This design comes from an exercise in tuning for small area on the open sky130 flow, not from production work. In this exercise RTL edits were held to simulation tests only and were not proved equivalent to the original. The clock port is modelled as an ideal driver; clocking choices that lean on that would not hold on a real chip.

== P ==
==> module sd_block_writer, before the edit <==
module sd_block_writer #(
  parameter logic [31:0] START_ADR = 32'h0010_0000,
  parameter logic [31:0] STOP_ADR  = 32'h0010_4000,
  parameter logic [7:0]  PAD_BYTE  = 8'h80
) (
  input  logic        clk,
  input  logic        reset,
  input  logic        start,
  input  logic        flush,
  input  logic [7:0]  in_data,
  input  logic        in_valid,
  output logic        in_ready,
  input  logic        sd_ready,
  input  logic        sd_ready_for_next_byte,
  output logic        sd_wr,
  output logic [7:0]  sd_din,
  output logic [31:0] sd_adr,
  output logic        busy,
  output logic        done,
  output logic [15:0] blocks_written,
  output logic        overflow
);
  localparam int NBLK = (STOP_ADR - START_ADR + 32'd511) / 32'd512;
  localparam int KW   = (NBLK < 2)    ? 1  : (NBLK < 4)    ? 2  : (NBLK < 8)     ? 3  : (NBLK < 16)    ? 4  :
                        (NBLK < 32)   ? 5  : (NBLK < 64)   ? 6  : (NBLK < 128)   ? 7  : (NBLK < 256)   ? 8  :
                        (NBLK < 512)  ? 9  : (NBLK < 1024) ? 10 : (NBLK < 2048)  ? 11 : (NBLK < 4096)  ? 12 :
                        (NBLK < 8192) ? 13 : (NBLK < 16384) ? 14 : (NBLK < 32768) ? 15 : 16;
  localparam logic [3:0] S_IDLE       = 4'd0;
  localparam logic [3:0] S_FILL       = 4'd1;
  localparam logic [3:0] S_PAD        = 4'd2;
  localparam logic [3:0] S_WAIT_READY = 4'd3;
  localparam logic [3:0] S_ISSUE      = 4'd4;
  localparam logic [3:0] S_STREAM     = 4'd5;
  localparam logic [3:0] S_WAIT_DONE  = 4'd6;
  localparam logic [3:0] S_NEXT       = 4'd7;
  localparam logic [3:0] S_DONE       = 4'd8;
  logic [3:0]    r_state;
  logic [3:0]    w_state_nxt;
  logic [7:0]    r_buf [0:511];    
  logic [8:0]    r_cnt;            
  logic [7:0]    r_dout;
  logic [KW-1:0] r_blk;            
  logic          r_started;        
  logic          r_ovf;
  logic          r_flushed;
  logic          r_rfnb_prev;
  logic          w_accept;
  logic          w_edge;
  logic          w_shift;
  logic [7:0]    w_tail;
  logic          w_last;
  logic          w_zero;
  logic          w_first;
  assign w_accept = (r_state == S_FILL) && in_valid;
  assign w_edge   = (r_state == S_STREAM) && sd_ready_for_next_byte && !r_rfnb_prev;
  assign w_last   = (r_cnt == 9'd511);
  assign w_zero   = (r_cnt == 9'd0);
  assign w_first  = (r_state == S_WAIT_READY) && w_zero;
  always_comb begin
    w_state_nxt = r_state;
    in_ready    = 1'b0;
    sd_wr       = 1'b0;
    busy        = 1'b1;
    done        = 1'b0;
    w_shift     = 1'b0;
    w_tail      = in_data;
    case (r_state)
      S_IDLE: begin
        busy = 1'b0;
        if (start) w_state_nxt = S_FILL;
      end
      S_FILL: begin
        in_ready = 1'b1;
        w_shift  = in_valid;
        if (w_accept && w_last)       w_state_nxt = S_WAIT_READY;
        else if (flush) begin
          if (r_cnt == 9'd0 && !w_accept) w_state_nxt = S_DONE;
          else                            w_state_nxt = S_PAD;
        end
      end
      S_PAD: begin
        w_shift = 1'b1;
        w_tail  = PAD_BYTE;
        if (w_last) w_state_nxt = S_WAIT_READY;
      end
      S_WAIT_READY: begin
        w_shift = w_first;
        w_tail  = r_buf[511];
        if (sd_ready) w_state_nxt = S_ISSUE;
      end
      S_ISSUE: begin
        sd_wr = 1'b1;
        if (!sd_ready) w_state_nxt = S_STREAM;
      end
      S_STREAM: begin
        w_shift = w_edge;
        w_tail  = r_buf[511];
        if (w_edge && w_zero) w_state_nxt = S_WAIT_DONE;
      end
      S_WAIT_DONE: begin
        if (sd_ready) w_state_nxt = S_NEXT;
      end
      S_NEXT: begin
        if (r_flushed || r_blk >= KW'(NBLK - 1)) w_state_nxt = S_DONE;
        else                                     w_state_nxt = S_FILL;
      end
      S_DONE: begin
        busy        = 1'b0;
        done        = 1'b1;
        w_state_nxt = S_IDLE;
      end
      default: begin
        busy        = 1'b0;
        w_state_nxt = S_IDLE;
      end
    endcase
  end
  logic [4095:0] w_buf_q;
  logic [4095:0] w_buf_in;
  logic [4095:0] w_buf_d;
  logic          w_keep;
  assign w_keep = !w_shift;
  always_comb begin
    for (int i = 0; i < 512; i++) w_buf_q[8*i +: 8] = r_buf[i];
    w_buf_in[7:0] = w_tail;
    for (int i = 1; i < 512; i++) w_buf_in[8*i +: 8] = r_buf[i-1];
  end
  sd_block_writer_pick #(.W(4096)) u_pick (
    .a(w_buf_in), .sel_a(w_shift), .b(w_buf_q), .sel_b(w_keep), .y(w_buf_d)
  );
  always_ff @(posedge clk) begin
    for (int i = 0; i < 512; i++) r_buf[i] <= w_buf_d[8*i +: 8];
  end
  always_ff @(posedge clk) begin
    if (reset)
      r_dout <= 8'h00;
    else if (w_shift && (r_state == S_WAIT_READY || r_state == S_STREAM))
      r_dout <= r_buf[511];
  end
  always_ff @(posedge clk) begin
    if (reset) begin
      r_state     <= S_IDLE;
      r_cnt       <= 9'd0;
      r_blk       <= '0;
      r_started   <= 1'b0;
      r_ovf       <= 1'b0;
      r_flushed   <= 1'b0;
      r_rfnb_prev <= 1'b0;
    end else begin
      r_state     <= w_state_nxt;
      r_rfnb_prev <= sd_ready_for_next_byte;
      r_cnt       <= r_cnt + {8'd0, w_shift && !(w_edge && w_zero)};
      if (busy && in_valid && !in_ready) r_ovf <= 1'b1;
      case (r_state)
        S_IDLE: begin
          if (start) begin
            r_started <= 1'b1;
            r_blk     <= '0;
            r_ovf     <= 1'b0;
            r_flushed <= 1'b0;
          end
        end
        S_FILL: begin
          if (flush && (w_accept || r_cnt != 9'd0)) r_flushed <= 1'b1;
        end
        S_NEXT:   r_blk <= r_blk + 1'b1;
        default: ;
      endcase
    end
  end
  assign sd_din         = r_dout;
  assign sd_adr         = (r_started ? START_ADR : 32'd0) + {r_blk, 9'd0};
  assign blocks_written = 16'(r_blk);
  assign overflow       = r_ovf;
endmodule
==> module sd_block_writer_pick, before the edit <==
module sd_block_writer_pick #(
  parameter int W = 8
) (
  input  logic [W-1:0] a,
  input  logic         sel_a,
  input  logic [W-1:0] b,
  input  logic         sel_b,
  output logic [W-1:0] y
);
  assign y = (a & {W{sel_a}}) | (b & {W{sel_b}});
endmodule
clock: 10.0 ns
lec_check: 0
cap_margin: 0
core_margin: 2
core_utilization: 70
place_density: 0.85
slew_margin: 0
synth_hierarchical: 1
synth_memory_max_bits: 8192
standard.sh (not shown) runs the stock make flow with config.mk's settings and CLKGATE_MAP_FILE= SYNTH_SCRIPT=/design/flow/synth_recipe.tcl, a recipe that flattens the netlist after the stock synthesis.
==> flow/flow/run.sh <==
#!/bin/bash
# Standard layout, except:
# - the clock tree: flow/cts_tree.tcl builds it before ORFS's CTS step (recursive bisection of the
#   registers into compact groups, one buffer per group, level by level), and TritonCTS, limited
#   to the clock port's net, then finds only the root buffer on it and leaves the tree alone;
# - the port buffers are the smallest buffer, buf_1.
set -euo pipefail
CT_LEAF_N=21 CT_TREE_N=24 CT_SLEW=0.122 bash standard.sh \
  "BUFFER_PORTS_ARGS=-buffer_cell sky130_fd_sc_hd__buf_1" \
  "PRE_CTS_TCL=$PWD/flow/cts_tree.tcl" \
  "CTS_ARGS=-clk_nets clk -sink_clustering_enable -dont_use_dummy_load -buf_list sky130_fd_sc_hd__clkbuf_16" \
  finish > standard_flow.log 2>&1
Other scripts of this flow, unchanged in this note and not shown: flow/flow/cts_tree.tcl
The following lists how Q was set up differently from P:
-- flow/design.v --
<<< P, line 49
  logic          w_shift;
  logic [7:0]    w_tail;
  logic          w_last;
  logic          w_zero;
>>> Q, line 49
  logic          w_shift;
  logic [7:0]    w_tail;
  logic          w_rot;
  logic          r_phase;          
  logic          w_last;
  logic          w_zero;
<<< P, line 65
    w_shift     = 1'b0;
    w_tail      = in_data;
    case (r_state)
      S_IDLE: begin
>>> Q, line 67
    w_shift     = 1'b0;
    w_tail      = in_data;
    w_rot       = 1'b0;
    case (r_state)
      S_IDLE: begin
<<< P, line 86
      S_WAIT_READY: begin
        w_shift = w_first;
        w_tail  = r_buf[511];
        if (sd_ready) w_state_nxt = S_ISSUE;
      end
>>> Q, line 89
      S_WAIT_READY: begin
        w_shift = w_first;
        w_rot   = 1'b1;
        if (sd_ready) w_state_nxt = S_ISSUE;
      end
<<< P, line 95
      S_STREAM: begin
        w_shift = w_edge;
        w_tail  = r_buf[511];
        if (w_edge && w_zero) w_state_nxt = S_WAIT_DONE;
      end
>>> Q, line 98
      S_STREAM: begin
        w_shift = w_edge;
        w_rot   = 1'b1;
        if (w_edge && w_zero) w_state_nxt = S_WAIT_DONE;
      end
<<< P, line 123
  always_comb begin
    for (int i = 0; i < 512; i++) w_buf_q[8*i +: 8] = r_buf[i];
    w_buf_in[7:0] = w_tail;
    for (int i = 1; i < 512; i++) w_buf_in[8*i +: 8] = r_buf[i-1];
  end
  sd_block_writer_pick #(.W(4096)) u_pick (
    .a(w_buf_in), .sel_a(w_shift), .b(w_buf_q), .sel_b(w_keep), .y(w_buf_d)
  );
  always_ff @(posedge clk) begin
>>> Q, line 126
  always_comb begin
    for (int i = 0; i < 512; i++) w_buf_q[8*i +: 8] = r_buf[i];
    w_buf_in[7:0] = w_rot ? r_buf[511] : (w_tail ^ {8{r_phase}});
    for (int i = 1; i < 512; i++) w_buf_in[8*i +: 8] = r_buf[i-1];
  end
  sd_block_writer_pick #(.W(4096)) u_pick (
    .a(w_buf_in), .not_a(w_keep), .b(w_buf_q), .not_b(w_shift), .y_n(w_buf_d)
  );
  always_ff @(posedge clk) begin
<<< P, line 133
  end
  always_ff @(posedge clk) begin
    if (reset)
      r_dout <= 8'h00;
    else if (w_shift && (r_state == S_WAIT_READY || r_state == S_STREAM))
      r_dout <= r_buf[511];
  end
  always_ff @(posedge clk) begin
>>> Q, line 136
  end
  always_ff @(posedge clk) begin
    if (reset) r_phase <= 1'b0;
    else       r_phase <= !r_phase;
  end
  always_ff @(posedge clk) begin
    if (reset)
      r_dout <= 8'h00;
    else if (w_shift && (r_state == S_WAIT_READY || r_state == S_STREAM))
      r_dout <= r_buf[511] ^ {8{r_phase}};
  end
  always_ff @(posedge clk) begin
<<< P, line 178
) (
  input  logic [W-1:0] a,
  input  logic         sel_a,
  input  logic [W-1:0] b,
  input  logic         sel_b,
  output logic [W-1:0] y
);
  assign y = (a & {W{sel_a}}) | (b & {W{sel_b}});
endmodule
>>> Q, line 185
) (
  input  logic [W-1:0] a,
  input  logic         not_a,
  input  logic [W-1:0] b,
  input  logic         not_b,
  output logic [W-1:0] y_n
);
  assign y_n = ~((a | {W{not_a}}) & (b | {W{not_b}}));
endmodule
Notes after the runs:
Comparing P and Q, met2 wire length is higher on P. Going from P to Q, worst setup slack grows by 0.77 ns. Q: final critical path time including I/O delays and setup is 0.77 ns lower than what P reported. Register share of the cell area ended up 5.9 points higher on Q than on P. On flip-flop and latch count, P tracks Q almost exactly.

[re-timing with driven ports]
The flow's constraints put no driver on any port. The routed layouts listed below were extracted and timed again, unchanged, in two steps.
Step 1: set_driving_cell puts a clkbuf_16 on clk and a buf_2 on each other input, an assumption about the parent block.
Step 2 adds t to the input delays and takes it off the output delays; t is the mean of the earliest and latest rising clock arrival at the registers after step 1. Input paths then give back, and output paths get back, about the clock's delay inside the block.
Three values: ideal ports, drivers, drivers and shift; two values: the first two.
run | t (ns) | setup slack, ns | worst setup path after step 2 | latest minus earliest clock arrival (ns)
P | 0.891 | 3.691 / 3.750 / 2.859 | input to register | 0.046 / 0.046
Q | 0.889 | 4.460 / 4.522 / 3.634 | input to register | 0.033 / 0.033
After both steps every run listed still meets setup and hold. For P, which loses most, drivers alone change the setup slack by +0.059 ns; drivers and shift together by -0.832 ns.
